What follows belongs to an exercise in optimizing a design on an open flow for small area, a short achievable clock period and few clock cycles per item; a production flow would make more cautious choices.
Only simulation tests tie the RTL to the original design; equivalence was not proved.
Power and IR drop assume default switching activity.

File: design/flow/flow/run.sh
#!/bin/bash
# Standard layout, except that the port buffers are the smallest buffer cell
# instead of the delay buffer buffer_ports picks by default. Each tool's full
# output lands in the ORFS logs under orfs/logs; make's own output in make.log.
set -euo pipefail
export BUFFER_PORTS_ARGS="-buffer_cell sky130_fd_sc_hd__buf_1"
bash standard.sh > make.log 2>&1
File: design/flow/standard.sh
#!/bin/bash
# synth_recipe.tcl (not shown) runs the flow's synth.tcl, then flattens the netlist and writes it again
# the make line also repeats each setting of config.mk as NAME=value (left out here)
make -C /OpenROAD-flow-scripts/flow DESIGN_CONFIG=/design/flow/config.mk WORK_HOME=/design/flow/orfs CLKGATE_MAP_FILE= SYNTH_SCRIPT=/design/flow/synth_recipe.tcl "${@:-finish}"
File: design/flow/config.mk
export PLATFORM = sky130hd
export DESIGN_NAME = float_to_rgbe_encode
export DESIGN_NICKNAME = float_to_rgbe_encode
export VERILOG_FILES = /design/flow/design.v
export SDC_FILE = /design/flow/constraint.sdc
export NUM_CORES = 4
export LEC_CHECK = 0
export CAP_MARGIN = 20
export CORE_MARGIN = 2
export CORE_UTILIZATION = 40
export SLEW_MARGIN = 20
File: design/flow/constraint.sdc
create_clock -name core_clock -period 6.3 [get_ports {clock}]
set_input_delay 1.2600 -clock core_clock [delete_from_list [all_inputs] [get_ports {clock}]]
set_output_delay 1.2600 -clock core_clock [all_outputs]
set_load 0.01 [all_outputs]
File: design/flow/design.v
`default_nettype none
package frgbe_pkg;
   localparam logic [62:0] BlackThreshold = 63'h3E112E0BE826D695;
   localparam logic [10:0] OverflowExp = 11'd1150;
   function automatic logic [7:0] exp_byte(input logic [7:0] e);
      logic [7:0] r;
      logic c;
      r[0] = e[0];
      r[1] = !e[1];
      c = e[1];
      for (int k = 2; k < 7; k++) begin
         r[k] = e[k] ^ c;
         c = c & e[k];
      end
      r[7] = !(e[7] ^ c);
      exp_byte = r;
   endfunction
endpackage
`default_nettype wire
`default_nettype none
module frgbe_max
(
   input  wire logic [63:0] in_bits,
   output logic [10:0]      out_exp,
   output logic [7:0]       out_sig,
   output logic [7:0]       out_eb,
   output logic             out_valid,
   output logic             out_below,
   output logic             out_inf,
   output logic             out_over
);
   logic ones, frac_nz;
   always_comb begin
      ones = &in_bits[62:52];
      frac_nz = |in_bits[51:0];
      out_exp = in_bits[62:52];
      out_valid = !in_bits[63] && !ones;
      out_sig = {1'b1, in_bits[51:45]};
      out_eb = frgbe_pkg::exp_byte(in_bits[59:52]);
      out_inf = !in_bits[63] && ones && !frac_nz;
      out_over = out_valid && (in_bits[62:52] >= frgbe_pkg::OverflowExp);
      out_below = in_bits[63] || (ones && frac_nz) ||
                  (in_bits[62:0] < frgbe_pkg::BlackThreshold);
   end
endmodule
`default_nettype wire
`default_nettype none
module frgbe_scale
(
   input  wire logic [10:0] e0, e1, e2,
   input  wire logic [7:0]  s0, s1, s2,
   input  wire logic [7:0]  eb0, eb1, eb2,
   input  wire logic        v0, v1, v2,
   input  wire logic        black,
   input  wire logic        over,
   output logic [31:0]      out_word
);
   logic [11:0] d01, d02, d12;
   logic sel0, sel1, sel2;
   logic [2:0] n01, n02, n12;
   logic z0, z1, z2;
   logic [7:0] m0, m1, m2, eb;
   function automatic logic ge8(input logic [11:0] d);
      ge8 = !d[11] && (d[10:3] != 8'd0);
   endfunction
   function automatic logic le8n(input logic [11:0] d);
      le8n = d[11] && ((d[10:3] != 8'hFF) || (d[2:0] == 3'd0));
   endfunction
   always_comb begin
      d01 = {1'b0, e0} - {1'b0, e1};
      d02 = {1'b0, e0} - {1'b0, e2};
      d12 = {1'b0, e1} - {1'b0, e2};
      n01 = 3'd0 - d01[2:0];
      n02 = 3'd0 - d02[2:0];
      n12 = 3'd0 - d12[2:0];
      sel0 = v0 && (!d01[11] || !v1) && (!d02[11] || !v2);
      sel1 = !sel0 && v1 && (!d12[11] || !v2);
      sel2 = !sel0 && !sel1;
      z0 = !v0 || (sel1 && le8n(d01)) || (sel2 && le8n(d02));
      m0 = sel1 ? s0 >> n01 : (sel2 ? s0 >> n02 : s0);
      z1 = !v1 || (sel0 && ge8(d01)) || (sel2 && le8n(d12));
      m1 = sel0 ? s1 >> d01[2:0] : (sel2 ? s1 >> n12 : s1);
      z2 = !v2 || (sel0 && ge8(d02)) || (sel1 && ge8(d12));
      m2 = sel0 ? s2 >> d02[2:0] : (sel1 ? s2 >> d12[2:0] : s2);
      eb = sel0 ? eb0 : (sel1 ? eb1 : eb2);
      if (black) out_word = '0;
      else if (over) out_word = '1;
      else out_word = {eb, z2 ? 8'd0 : m2, z1 ? 8'd0 : m1, z0 ? 8'd0 : m0};
   end
endmodule
`default_nettype wire
`default_nettype none
module float_to_rgbe_encode
(
   input  wire logic         clock,
   input  wire logic         reset,
   input  wire logic         req_tvalid,
   output logic              req_tready,
   input  wire logic [191:0] req_tdata,   
   output logic              rsp_tvalid,
   input  wire logic         rsp_tready,
   output logic [31:0]       rsp_tdata    
);
   logic adv, v_ff;
   logic [31:0] w_ff, w_in;
   logic [10:0] e0, e1, e2;
   logic [7:0] s0, s1, s2, eb0, eb1, eb2;
   logic v0, v1, v2, b0, b1, b2, i0, i1, i2, o0, o1, o2;
   frgbe_max u_c0 (.in_bits(req_tdata[63:0]), .out_exp(e0), .out_sig(s0), .out_eb(eb0),
                   .out_valid(v0), .out_below(b0), .out_inf(i0), .out_over(o0));
   frgbe_max u_c1 (.in_bits(req_tdata[127:64]), .out_exp(e1), .out_sig(s1), .out_eb(eb1),
                   .out_valid(v1), .out_below(b1), .out_inf(i1), .out_over(o1));
   frgbe_max u_c2 (.in_bits(req_tdata[191:128]), .out_exp(e2), .out_sig(s2), .out_eb(eb2),
                   .out_valid(v2), .out_below(b2), .out_inf(i2), .out_over(o2));
   frgbe_scale u_scale (.e0(e0), .e1(e1), .e2(e2), .s0(s0), .s1(s1), .s2(s2),
                        .eb0(eb0), .eb1(eb1), .eb2(eb2), .v0(v0), .v1(v1), .v2(v2),
                        .black(b0 && b1 && b2), .over(i0 || i1 || i2 || o0 || o1 || o2),
                        .out_word(w_in));
   assign adv = !v_ff || rsp_tready;
   assign req_tready = adv;
   always_ff @(posedge clock) begin
      if (reset) v_ff <= 1'b0;
      else if (adv) v_ff <= req_tvalid;
      if (adv) w_ff <= w_in;
   end
   assign rsp_tvalid = v_ff;
   assign rsp_tdata = w_ff;
endmodule
`default_nettype wire
==> results.yml, run 1 <==
timing:
  grt_setup_unrepaired: "no"
  final_hold_viol_count: 0
  timing.max_slew.rel_slack_pct: 30.9
  tns_ns: 0
  timing_worst_slew_pin_value_ns: 1.04
  maxClockFrequency_ghz: 0.202
  hold-worst-slack_ns: 0.840
  finalCriticalPeriod_ns: 4.94
  layout_worst_path_cycle_share_pct: 78.5
  clock-skew-final_ns: 0.00190
  timing.final.max_slew_violations: 0
  setup_viol_count_final: 0
power:
  ir_drop_uv: 120
  power_per_cell_area_mw_per_mm2: 168
  leakage_nw: 2.79
logic_synthesis:
  ys.flop_type: "sky130_fd_sc_hd__edfxtp_1"
  synth-async-reset-ratio_pct: 0
  synth.largest_area_cell: "sky130_fd_sc_hd__edfxtp_1"
  synth_seq_area_share_pct: 15.1
  ys_top_cells_by_area: "sky130_fd_sc_hd__edfxtp_1, sky130_fd_sc_hd__ha_1, sky130_fd_sc_hd__nand2_1"
  synth_top_cell_area_share_pct: 14.8
  synth.top_cells.by_count: "sky130_fd_sc_hd__nand2_1, sky130_fd_sc_hd__ha_1, sky130_fd_sc_hd__nor2_1"
  mappedNetlistArea_mm2: 0.00647
  syn_area_per_cell_um2: 7.84
  synth_nets: 1082
  syn-instance-count: 826
  synth.lib_cells_used.distinct: 78
  yosysMostFrequentCell: "sky130_fd_sc_hd__nand2_1"
  synth_edf_count: 32
  postSynthRegisterBits: 33
  synth-warning-count: 3
clock_network:
  insertion_delay_ns: 0.27
  cts.path.max_buffers: 2
  postCtsSetupRepairBufs: 0
  post_cts.resized_instances: 0
  cts_root_buffer: "sky130_fd_sc_hd__clkbuf_16"
  cts.hold.buffers_added: 0
  clkSlewWorstSetupHoldPaths_ns: 0.05
  cts-htree-levels: 2
  cts_made_buffers: 5
  cts.sink_count: 33
  tritoncts: "built"
critical_path:
  rr_startpoint: "v_ff"
  ff2ff_path_depth: 2
  startpoint_type: "primary input"
  most_frequent_cell_on_the_critical_path: "sky130_fd_sc_hd__nand2_1"
  crit_path_top_delay_cell: "sky130_fd_sc_hd__o311ai_0"
  regToRegEndpoint: "w_ff[15]"
  timing_worst_setup_path_type: "primary input to flop"
  crit_fanout: 18
  path_cells: "buf_1, inv_1, ha_1, nand2b_1, a21oi_1, o311ai_0, nand3_1, nand2_1, nand2_1, a311oi_1, buf_4, o41ai_1"
  cp.required_ns: 6.30
  slowest_stage_delay_cp_ns: 0.63
  setup.reg_to_reg.worst_slack_ns: 5.21
  crit_arrival_ns: 4.94
  critical_path.endpoint_type: "flop"
final_layout:
  antennaDiodeCount: 0
  nets: 1282
  area_growth_pct: 18.1
  final_layout_size_suffix_gt1_share_pct: 5.16
global_route:
  vias_in_the_first_global_route: 7096
  globalRouteTotalUtil_pct: 27.2
  largest_net_degree_at_the_start_of_global_routing: 35
  grt_antenna_before_repair: 0
  grt_pass1_wl_mm: 38.0
  grt-ovfl-total: 0
detailed_routing:
  antenna_violating_nets_left: 0
  dr_total_vias: 7767
  post_detailed_route_drc_marker_count: 0
  drt_pass1_iterations: 7
  vias_per_cell: 6.25
  wire_per_inst_um: 19.8
  route.final.wire_length_mm: 24.6
  detailedRoute.firstIterationViolations: 714
die:
  floorplan.die.width_um: 131
  boundaryPins: 230
  effective_utilization_at_floorplan_pct: 40.9
  row_count: 46
  core_region_area_mm2: 0.0158
  chipHeight_um: 131
  floorplan.die_area_mm2: 0.0172
job:
  max_cap_violations: 0
placed_design:
  port_buffers: 229
  place.gp.congestion: 1.02
  hpwlAfterDp_mm: 20.4
run_status:
  status: "no timing/DRC/antenna violations"
hold_path:
  timing.hold.worst.class: "flop to flop"
  holdPathEnd: "v_ff"
  holdCritStartpoint: "v_ff"
  whs_path_depth: 3
-- layer usage --
metal	vias up	share of wire (%)	GRT usage, %
met3	38	8.5	2.04
li1	3727	-	-
met5	-	0	0
met1	3573	43	37.8
met4	0	2.4	7.61
met2	429	46	45.3
-- state kept, by name, summed over array words and instances, names as in the netlist --
register / cells
w_ff: 32
v_ff: 1
-- cell type report --
cell class	instances	area (µm²)
clock buffers	5	125
clock inverters	3	17.5
fillers	1605	8180
inverters	46	173
multi-input cells	702	5150
flip-flops and latches	33	981
well taps	216	270
repair buffers	238	927
-- placed cells by master (no fill, tap or decap), types with 9 or more instances in the layout --
master and instances:
sky130_fd_sc_hd__buf_1 229, sky130_fd_sc_hd__nand2_1 67, sky130_fd_sc_hd__ha_1 57, sky130_fd_sc_hd__nor2_1 51, sky130_fd_sc_hd__inv_1 45, sky130_fd_sc_hd__a21oi_1 45, sky130_fd_sc_hd__o21ai_0 41, sky130_fd_sc_hd__nor4_1 37
sky130_fd_sc_hd__nand4_1 34, sky130_fd_sc_hd__edfxtp_1 32, sky130_fd_sc_hd__nand3_1 30, sky130_fd_sc_hd__nor3_1 28, sky130_fd_sc_hd__o31ai_1 21, sky130_fd_sc_hd__mux2i_1 21, sky130_fd_sc_hd__a31oi_1 20, sky130_fd_sc_hd__xnor2_1 15
sky130_fd_sc_hd__a211oi_1 13, sky130_fd_sc_hd__o2111ai_1 11, sky130_fd_sc_hd__o211ai_1 10, sky130_fd_sc_hd__and3_1 10, sky130_fd_sc_hd__o221ai_1 10, sky130_fd_sc_hd__o22ai_1 10, sky130_fd_sc_hd__mux4_2 10, sky130_fd_sc_hd__nand2b_1 9
sky130_fd_sc_hd__a21o_1 9, sky130_fd_sc_hd__a22oi_1 9, sky130_fd_sc_hd__buf_4 9
-- critical path, delay by kind of cell --
family                   cells  cell delay (ns)
AO/OA/AOI/OAI                4             1.25
adder cells (fa/ha/maj)      1             0.31
buffers and inverters        3             0.72
AND/OR/NAND/NOR              4             1.38
-- kinds of logic after synthesis --
| family | share of synthesized area, % |
|---|---|
| DFF | 15.1 |
| AOI/OAI and AO/OA | 30.4 |
| buffers and inverters | 5.56 |
| and+or+nand+nor | 25.6 |
| muxes | 8.23 |
| adders and majority gates | 11.9 |
| xor gates and xnor gates | 3.11 |
-- metrics by stage --
step	utilization, %	power, mW	instance area (µm²)	setup WS [ns]	std cells
2_1_floorplan	-	0.801	6470	2.28	826
3_3_place_gp	47.4	1.05	7500	1.18	1235
3_5_place_dp	47.4	1.04	7500	1.20	1235
4_1_cts	48.3	1.28	7640	1.50	1243
5_1_grt	48.3	1.37	7640	1.03	1243
6_report	48.3	1.28	7640	1.36	1243
-- worst max-delay path by stage --
stage,start,to,slack [ns],cells after the start
CTS,req_tdata[117],w_ff[10],1.50,12
finish,req_tdata[117],w_ff[10],1.36,12
floorplan,req_tdata[52],w_ff[1],2.28,12
detailed placement,req_tdata[117],w_ff[10],1.20,12
global route,req_tdata[117],w_ff[12],1.03,12
global placement,req_tdata[121],w_ff[8],1.18,11
-- where the power goes --
group,internal [mW],switching (mW)
Sequential,0.279,0.00877
Clock,0.144,0.0826
Combinational,0.291,0.478
Total,0.715,0.569
Testbench counts, summed over its fixed seeds: cycles 9,608, items 9,600.
==> inputs of run 2 (changes only) <==
--- a/design/flow/config.mk
+++ b/design/flow/config.mk
@@ -8,4 +8,5 @@
 export CAP_MARGIN = 20
 export CORE_MARGIN = 2
 export CORE_UTILIZATION = 40
+export SETUP_SLACK_MARGIN = 2.0
 export SLEW_MARGIN = 20
==> run 2 against run 1 <==
Compared with the run above: global-route usage barely moved; final cell count increased by 0.32%; core utilization grew 1.1 points; wire length increased by 1.3%; count of clock-buffer cells in the layout did not move; largest cell class unchanged; highest routed layer unchanged.
==> results.yml, run 2 <==
critical_path:
  startpoint_type: "primary input"
  critical_path.endpoint_type: "flop"
  timing_worst_setup_path_type: "primary input to flop"
  crit_arrival_ns: 4.36
  crit_fanout: 7
  cp.required_ns: 6.39
detailed_routing:
  drt_pass1_iterations: 5
  dr_total_vias: 7830
  routedLengthMet1_mm: 11.0
  antenna_violating_nets_left: 0
  detailedRoute.firstIterationViolations: 756
  vias_per_cell: 6.28
  dr_wl_met2_mm: 11.4
  top_layer: "met4"
  post_detailed_route_drc_marker_count: 0
  wire_per_inst_um: 20.0
  length_of_routed_met3_wiring_mm: 1.88
  route.final.wire_length_mm: 25.0
logic_synthesis:
  synth_top_cell_area_share_pct: 14.8
  mappedNetlistArea_mm2: 0.00647
  synth.lib_cells_used.distinct: 78
  synth_edf_count: 32
  syn-instance-count: 826
  ys_top_cells_by_area: "sky130_fd_sc_hd__edfxtp_1, sky130_fd_sc_hd__ha_1, sky130_fd_sc_hd__nand2_1"
  synth_top_family_by_area: "compound AO/OA/AOI/OAI gates"
  synth-warning-count: 3
  syn_area_per_cell_um2: 7.84
  synth.largest_area_cell: "sky130_fd_sc_hd__edfxtp_1"
  ys.flop_type: "sky130_fd_sc_hd__edfxtp_1"
  post_synth_xor_area_fraction_pct: 3.11
  synth-async-reset-ratio_pct: 0
  synth_nets: 1082
  synth_seq_area_share_pct: 15.1
  synth_compound_gate_area_share_pct: 30.4
  synthSimpleGateAreaFrac_pct: 25.6
  postSynthRegisterBits: 33
  yosysMostFrequentCell: "sky130_fd_sc_hd__nand2_1"
  post_synthesis_mux_area_share_pct: 8.23
  synth_fa_ha_area_share_pct: 11.9
  synth.top_cells.by_count: "sky130_fd_sc_hd__nand2_1, sky130_fd_sc_hd__ha_1, sky130_fd_sc_hd__nor2_1"
clock_network:
  tritoncts: "built"
  cts_root_buffer: "sky130_fd_sc_hd__clkbuf_16"
  insertion_delay_ns: 0.27
  cts-htree-levels: 2
  cts.path.max_buffers: 2
  cts_made_buffers: 5
  cts.hold.buffers_added: 0
  cts.sink_count: 33
  clkSlewWorstSetupHoldPaths_ns: 0.05
die:
  core_region_area_mm2: 0.0158
  floorplan.die_area_mm2: 0.0172
  floorplan.die.width_um: 131
  row_count: 46
  effective_utilization_at_floorplan_pct: 40.9
  chipHeight_um: 131
  boundaryPins: 230
final_layout:
  mostFrequentLayoutCell: "sky130_fd_sc_hd__buf_1"
  nets: 1286
  mostFrequentLayoutCells: "sky130_fd_sc_hd__buf_1, sky130_fd_sc_hd__nand2_1, sky130_fd_sc_hd__ha_1, sky130_fd_sc_hd__nor2_1, sky130_fd_sc_hd__inv_1"
  fill_cells: 1597
  final_layout_size_suffix_gt1_share_pct: 7.95
  multi_input_area_mm2: 0.00528
  largest_registers: "w_ff x32, v_ff x1"
  area_growth_pct: 20.7
  largest_register_ff_count: 32
  final_cell_count_no_fill: 1247
  largest-register: "w_ff"
  ff_latch_area_um2: 981
  antennaDiodeCount: 0
global_route:
  grt_pass1_wl_mm: 38.1
  grt-ovfl-total: 0
  globalRouteTotalUtil_pct: 27.2
  vias_in_the_first_global_route: 7102
  largest_net_degree_at_the_start_of_global_routing: 35
  grt_antenna_before_repair: 0
timing:
  final_hold_viol_count: 0
  timing.final.max_slew_violations: 0
  tns_ns: 0
  hold-worst-slack_ns: 0.838
  layout_worst_path_cycle_share_pct: 67.8
  maxClockFrequency_ghz: 0.234
  clock-skew-final_ns: 0.00150
  finalCriticalPeriod_ns: 4.27
  grt_setup_unrepaired: "no"
  timing.max_slew.rel_slack_pct: 46.9
  setup_viol_count_final: 0
  timing_worst_slew_pin_value_ns: 0.796
placed_design:
  port_buffers: 229
  placed_cells: 1235
  hpwlAfterDp_mm: 20.4
  place.gp.congestion: 1.02
power:
  power.share.switching_pct: 44.5
  switching_power_mw: 0.586
  ir_drop_uv: 120
  fraction_of_power_consumed_by_the_clock_network_pct: 17.3
  leakage_nw: 2.85
  power_per_cell_area_mw_per_mm2: 169
  pwr-share-seq_pct: 21.9
  power.internal_mw: 0.732
  power.combinational.fraction_pct: 60.8
hold_path:
  timing.hold.worst.class: "flop to flop"
run_status:
  status: "no timing/DRC/antenna violations"
job:
  max_cap_violations: 0
run 2: cell count changes in the layout (fill, tap and decap cells not counted), moves of 3 or more:
cell,before,now
sky130_fd_sc_hd__buf_1,229,225
sky130_fd_sc_hd__nand2_4,0,3
sky130_fd_sc_hd__nand2_1,67,64
sky130_fd_sc_hd__buf_4,9,13
run 2: critical path: stages:
cell and delay (ns):
sky130_fd_sc_hd__buf_1 0.24, sky130_fd_sc_hd__inv_1 0.13, sky130_fd_sc_hd__ha_1 0.25, sky130_fd_sc_hd__fa_1 0.41, sky130_fd_sc_hd__nor2b_1 0.18, sky130_fd_sc_hd__o2111ai_1 0.17
sky130_fd_sc_hd__a31oi_1 0.29, sky130_fd_sc_hd__a21o_1 0.16, sky130_fd_sc_hd__a21oi_1 0.09, sky130_fd_sc_hd__xnor2_1 0.16, sky130_fd_sc_hd__o41a_1 0.54, sky130_fd_sc_hd__buf_4 0.21
sky130_fd_sc_hd__o31ai_1 0.27
run 2: power by group through the flow:
stage | sequential, mW | combinational (mW) | clock [mW]
after floorplan | 0.309 | 0.492 | 0
after global placement | 0.294 | 0.755 | 0
after detailed placement | 0.293 | 0.751 | 0
after CTS | 0.289 | 0.760 | 0.233
after global routing | 0.292 | 0.865 | 0.241
final | 0.288 | 0.801 | 0.228
run 2: cell families (layout without fill, tap and decap cells):
group,Yosys count,after routing
buf+inv,91,296
mux,37,37
compound gates,268,268
xor+xnor,23,23
fa+ha+maj,60,60
simple gates,314,314
flops,33,33
run 2: cell type report:
class	instances	share of cell area (%)
Inverter	46	2.23
Clock inverter	3	0.224
Sequential cell	33	12.6
Multi-Input combinational cell	702	67.6
Clock buffer	5	1.60
Timing Repair Buffer	242	12.3
Tap cell	216	3.46
run 2: path summary, 6_finish.rpt:
kind                  start  endpoint  slack [ns]  cells past startpoint
min                    v_ff      v_ff        0.84                      3
max reg2reg            v_ff  w_ff[15]        5.20                      2
min reg2reg            v_ff      v_ff        0.84                      3
max          req_tdata[116]  w_ff[18]        2.03                     13
run 2: per-stage QoR:
step	worst slack, ns	power (mW)	cell area, µm²	util, %
final	2.03	1.32	7810	49.4
after global routing	1.99	1.40	7810	49.4
after CTS	1.96	1.28	7690	48.6
after detailed placement	1.20	1.04	7500	47.4
after global placement	1.18	1.05	7500	47.4
after floorplan	2.28	0.801	6470	-
run 2: per-layer routing:
metal / track usage, % / vias up
li1: - / 3739
met5: 0 / -
met3: 2.24 / 39
met2: 45.5 / 421
met1: 37.7 / 3631
met4: 7.49 / 0
run 2: timing repair:
action                                 4_1_cts  5_1_grt
buffers inserted                             0        4
resized for setup                           14       22
pin swaps                                    0        4
endpoints found under the hold margin        0        0
setup endpoints to repair                   31       32
gates cloned                                 0        0
==> inputs of run 3 (changes only) <==
==> design/flow/run.sh (new file) <==
#!/bin/bash
# synth_recipe.tcl (not shown) runs the flow's synth.tcl, then flattens the netlist and writes it again
# the make line also repeats each setting of config.mk as NAME=value (left out here)
make -C /OpenROAD-flow-scripts/flow DESIGN_CONFIG=/design/flow/config.mk WORK_HOME=/design/flow/orfs CLKGATE_MAP_FILE= SYNTH_SCRIPT=/design/flow/synth_recipe.tcl finish
--- a/design/flow/config.mk
+++ b/design/flow/config.mk
@@ -8,5 +8,4 @@
 export CAP_MARGIN = 20
 export CORE_MARGIN = 2
 export CORE_UTILIZATION = 40
-export SETUP_SLACK_MARGIN = 2.0
 export SLEW_MARGIN = 20
removed: design/flow/flow/run.sh
removed: design/flow/standard.sh
==> run 3 against run 2 <==
Compared with the run above: cell area grew 17%; final cell count is 0.24% lower; area after synthesis did not move; sequential power is essentially flat; hold slack better by 0.012 ns; count of clock-buffer cells in the layout stayed put; flip-flop and latch count unchanged; global-route usage increased by 2.6 points; register-to-register slack hardly changed; sequential share of layout area fell by 1.8 points.
==> results.yml, run 3 <==
run_status:
  status: "no timing/DRC/antenna violations"
logic_synthesis:
  synth_top_cell_area_share_pct: 14.8
  mappedNetlistArea_mm2: 0.00647
  synth.lib_cells_used.distinct: 78
  synth_nets: 1082
  synth.largest_area_cell: "sky130_fd_sc_hd__edfxtp_1"
  synth.top_cells.by_count: "sky130_fd_sc_hd__nand2_1, sky130_fd_sc_hd__ha_1, sky130_fd_sc_hd__nor2_1"
  ys_top_cells_by_area: "sky130_fd_sc_hd__edfxtp_1, sky130_fd_sc_hd__ha_1, sky130_fd_sc_hd__nand2_1"
  ys.flop_type: "sky130_fd_sc_hd__edfxtp_1"
  syn-instance-count: 826
  synth-async-reset-ratio_pct: 0
  syn_area_per_cell_um2: 7.84
  synth-warning-count: 3
  postSynthRegisterBits: 33
  synth_edf_count: 32
  synth_seq_area_share_pct: 15.1
  yosysMostFrequentCell: "sky130_fd_sc_hd__nand2_1"
final_layout:
  fill_cells: 1492
  largest_registers: "w_ff x32, v_ff x1"
  ff_latch_area_um2: 981
  nets: 1283
  largest_register_ff_count: 32
  postLayoutCoreUtil_pct: 57.7
  area_growth_pct: 41.0
  largest-register: "w_ff"
  multi_input_area_mm2: 0.00515
  antennaDiodeCount: 0
  mostFrequentLayoutCells: "sky130_fd_sc_hd__clkdlybuf4s50_1, sky130_fd_sc_hd__nand2_1, sky130_fd_sc_hd__ha_1, sky130_fd_sc_hd__nor2_1"
  mostFrequentLayoutCell: "sky130_fd_sc_hd__clkdlybuf4s50_1"
  final_layout_size_suffix_gt1_share_pct: 5.25
critical_path:
  critical_path.endpoint_type: "flop"
  cp.required_ns: 6.31
  startpoint_type: "primary input"
  timing_worst_setup_path_type: "primary input to flop"
  timing_startpoint_of_the_critical_path: "req_tdata[181]"
  rr_startpoint: "v_ff"
  crit_arrival_ns: 5.08
  crit_fanout: 18
detailed_routing:
  top_layer: "met4"
  post_detailed_route_drc_marker_count: 0
  dr_wl_met2_mm: 12.1
  route.final.wire_length_mm: 26.2
  length_of_routed_met3_wiring_mm: 2.20
  wire_per_inst_um: 21.0
  detailedRoute.firstIterationViolations: 729
  drt_pass1_iterations: 5
  routedLengthMet1_mm: 11.1
  dr_total_vias: 7778
  antenna_violating_nets_left: 0
  vias_per_cell: 6.25
global_route:
  grt_pass1_wl_mm: 41.2
  largest_net_degree_at_the_start_of_global_routing: 35
  grt-ovfl-total: 0
  vias_in_the_first_global_route: 7537
  grt_antenna_before_repair: 0
  globalRouteTotalUtil_pct: 29.8
hold_path:
  timing.hold.worst.class: "flop to flop"
  holdCritStartpoint: "v_ff"
timing:
  maxClockFrequency_ghz: 0.197
  setup_viol_count_final: 0
  timing.max_slew.rel_slack_pct: 38.6
  tns_ns: 0
  clock-skew-final_ns: 0.00301
  timing.final.max_slew_violations: 0
  timing_worst_slew_pin_value_ns: 0.898
  layout_worst_path_cycle_share_pct: 80.6
  grt_setup_unrepaired: "no"
  finalCriticalPeriod_ns: 5.08
  final_hold_viol_count: 0
clock_network:
  tritoncts: "built"
  cts-htree-levels: 2
  cts.sink_count: 33
  cts.path.max_buffers: 2
  cts_made_buffers: 5
  clkSlewWorstSetupHoldPaths_ns: 0.05
  postCtsSetupRepairBufs: 0
  cts_root_buffer: "sky130_fd_sc_hd__clkbuf_16"
  cts.hold.buffers_added: 0
  post_cts.resized_instances: 0
  insertion_delay_ns: 0.27
die:
  core_region_area_mm2: 0.0158
  floorplan.die_area_mm2: 0.0172
  floorplan.die.width_um: 131
  row_count: 46
  chipHeight_um: 131
  boundaryPins: 230
  effective_utilization_at_floorplan_pct: 40.9
placed_design:
  hpwlAfterDp_mm: 21.7
  place.gp.congestion: 0.971
  port_buffers: 229
power:
  leakage_nw: 3.45
  ir_drop_uv: 159
  power_per_cell_area_mw_per_mm2: 163
job:
  max_cap_violations: 0
## run 3: cell type report
type                            instances  area share, %
Clock inverter                          3          0.712
Inverter                               46           1.89
Clock buffer                            5           1.37
Timing Repair Buffer                  239           25.9
Tap cell                              216           2.96
Sequential cell                        33           10.7
Multi-Input combinational cell        702           56.4
## run 3: logic make-up after synthesis
logic type / Yosys count / synth area share [%]
xor+xnor: 23 / 3.11
buf+inv: 91 / 5.56
simple gates: 314 / 25.6
flops: 33 / 15.1
mux: 37 / 8.23
fa+ha+maj: 60 / 11.9
compound gates: 268 / 30.4
## run 3: path summary, 6_finish.rpt
check / to / slack (ns) / depth (start not counted)
worst max-delay path: w_ff[10] / 1.22 / 12
worst min-delay path: v_ff / 0.85 / 3
worst max register to register: w_ff[29] / 5.20 / 2
worst min register to register: v_ff / 0.85 / 3
## run 3: per-layer routing
metal  up-vias  track usage, %
met3        45            6.40
met1      3643            38.4
li1       3736               -
met5         -               0
met4         0            9.72
met2       354            49.8
## run 3: per-stage QoR
step | power, mW | setup slack (ns) | cell area [µm²] | hold WS [ns] | cells
2_1_floorplan | 0.801 | 2.28 | 6470 | 1.33 | 826
3_3_place_gp | 1.17 | 1.14 | 8940 | 0.835 | 1236
3_5_place_dp | 1.17 | 1.05 | 8940 | 0.845 | 1236
4_1_cts | 1.48 | 1.31 | 9130 | 0.859 | 1244
5_1_grt | 1.58 | 0.965 | 9130 | 0.921 | 1244
6_report | 1.49 | 1.22 | 9130 | 0.851 | 1244
## run 3: where the power goes
part           total, mW  internal, mW  switching, mW
sequential         0.288         0.279        0.00852
clock              0.313         0.226         0.0871
combinational      0.892         0.408          0.484
## run 3: worst max-delay path: stages
cell and delay, ns:
sky130_fd_sc_hd__clkdlybuf4s50_1 0.68, sky130_fd_sc_hd__inv_1 0.17, sky130_fd_sc_hd__ha_1 0.30, sky130_fd_sc_hd__nor2b_1 0.17
sky130_fd_sc_hd__o31a_1 0.31, sky130_fd_sc_hd__o31ai_1 0.40, sky130_fd_sc_hd__a31oi_1 0.26, sky130_fd_sc_hd__nand2_1 0.14
sky130_fd_sc_hd__buf_4 0.20, sky130_fd_sc_hd__nand2_1 0.46, sky130_fd_sc_hd__o32ai_1 0.62, sky130_fd_sc_hd__o41ai_1 0.11

## static timing again, ports no longer ideal
The flow's constraints put no driver on any port. The routed layouts listed below were extracted and timed again, unchanged, in two steps.
Step 1 assumes that a clkbuf_16 drives the clock port and a buf_2 every other input.
Step 2 also shifts input and output timing later by t, the mid clock arrival at the registers, as if the neighbouring blocks saw the same clock.
Slacks: no drivers / after step 1 / after step 2; pairs: no drivers / after step 1.
run | shift t [ns] | setup WS [ns] | worst hold slack (ns) | latest minus earliest clock arrival (ns) | pins driven straight from the clock port
run 1 | 0.302 | 1.355 / 1.362 / 1.060 | 0.840 / 0.840 / 0.840 | 0.003 / 0.002 | 1
run 2 | 0.303 | 2.027 / 2.032 / 1.729 | 0.838 / 0.838 / 0.838 | 0.002 / 0.002 | 1
run 3 | 0.307 | 1.223 / 1.230 / 0.923 | 0.851 / 0.851 / 0.851 | 0.006 / 0.006 | 1
After both steps setup and hold are still met in every run listed. For run 3, which loses most, drivers alone change the setup slack by +0.007 ns; drivers and shift together by -0.300 ns.
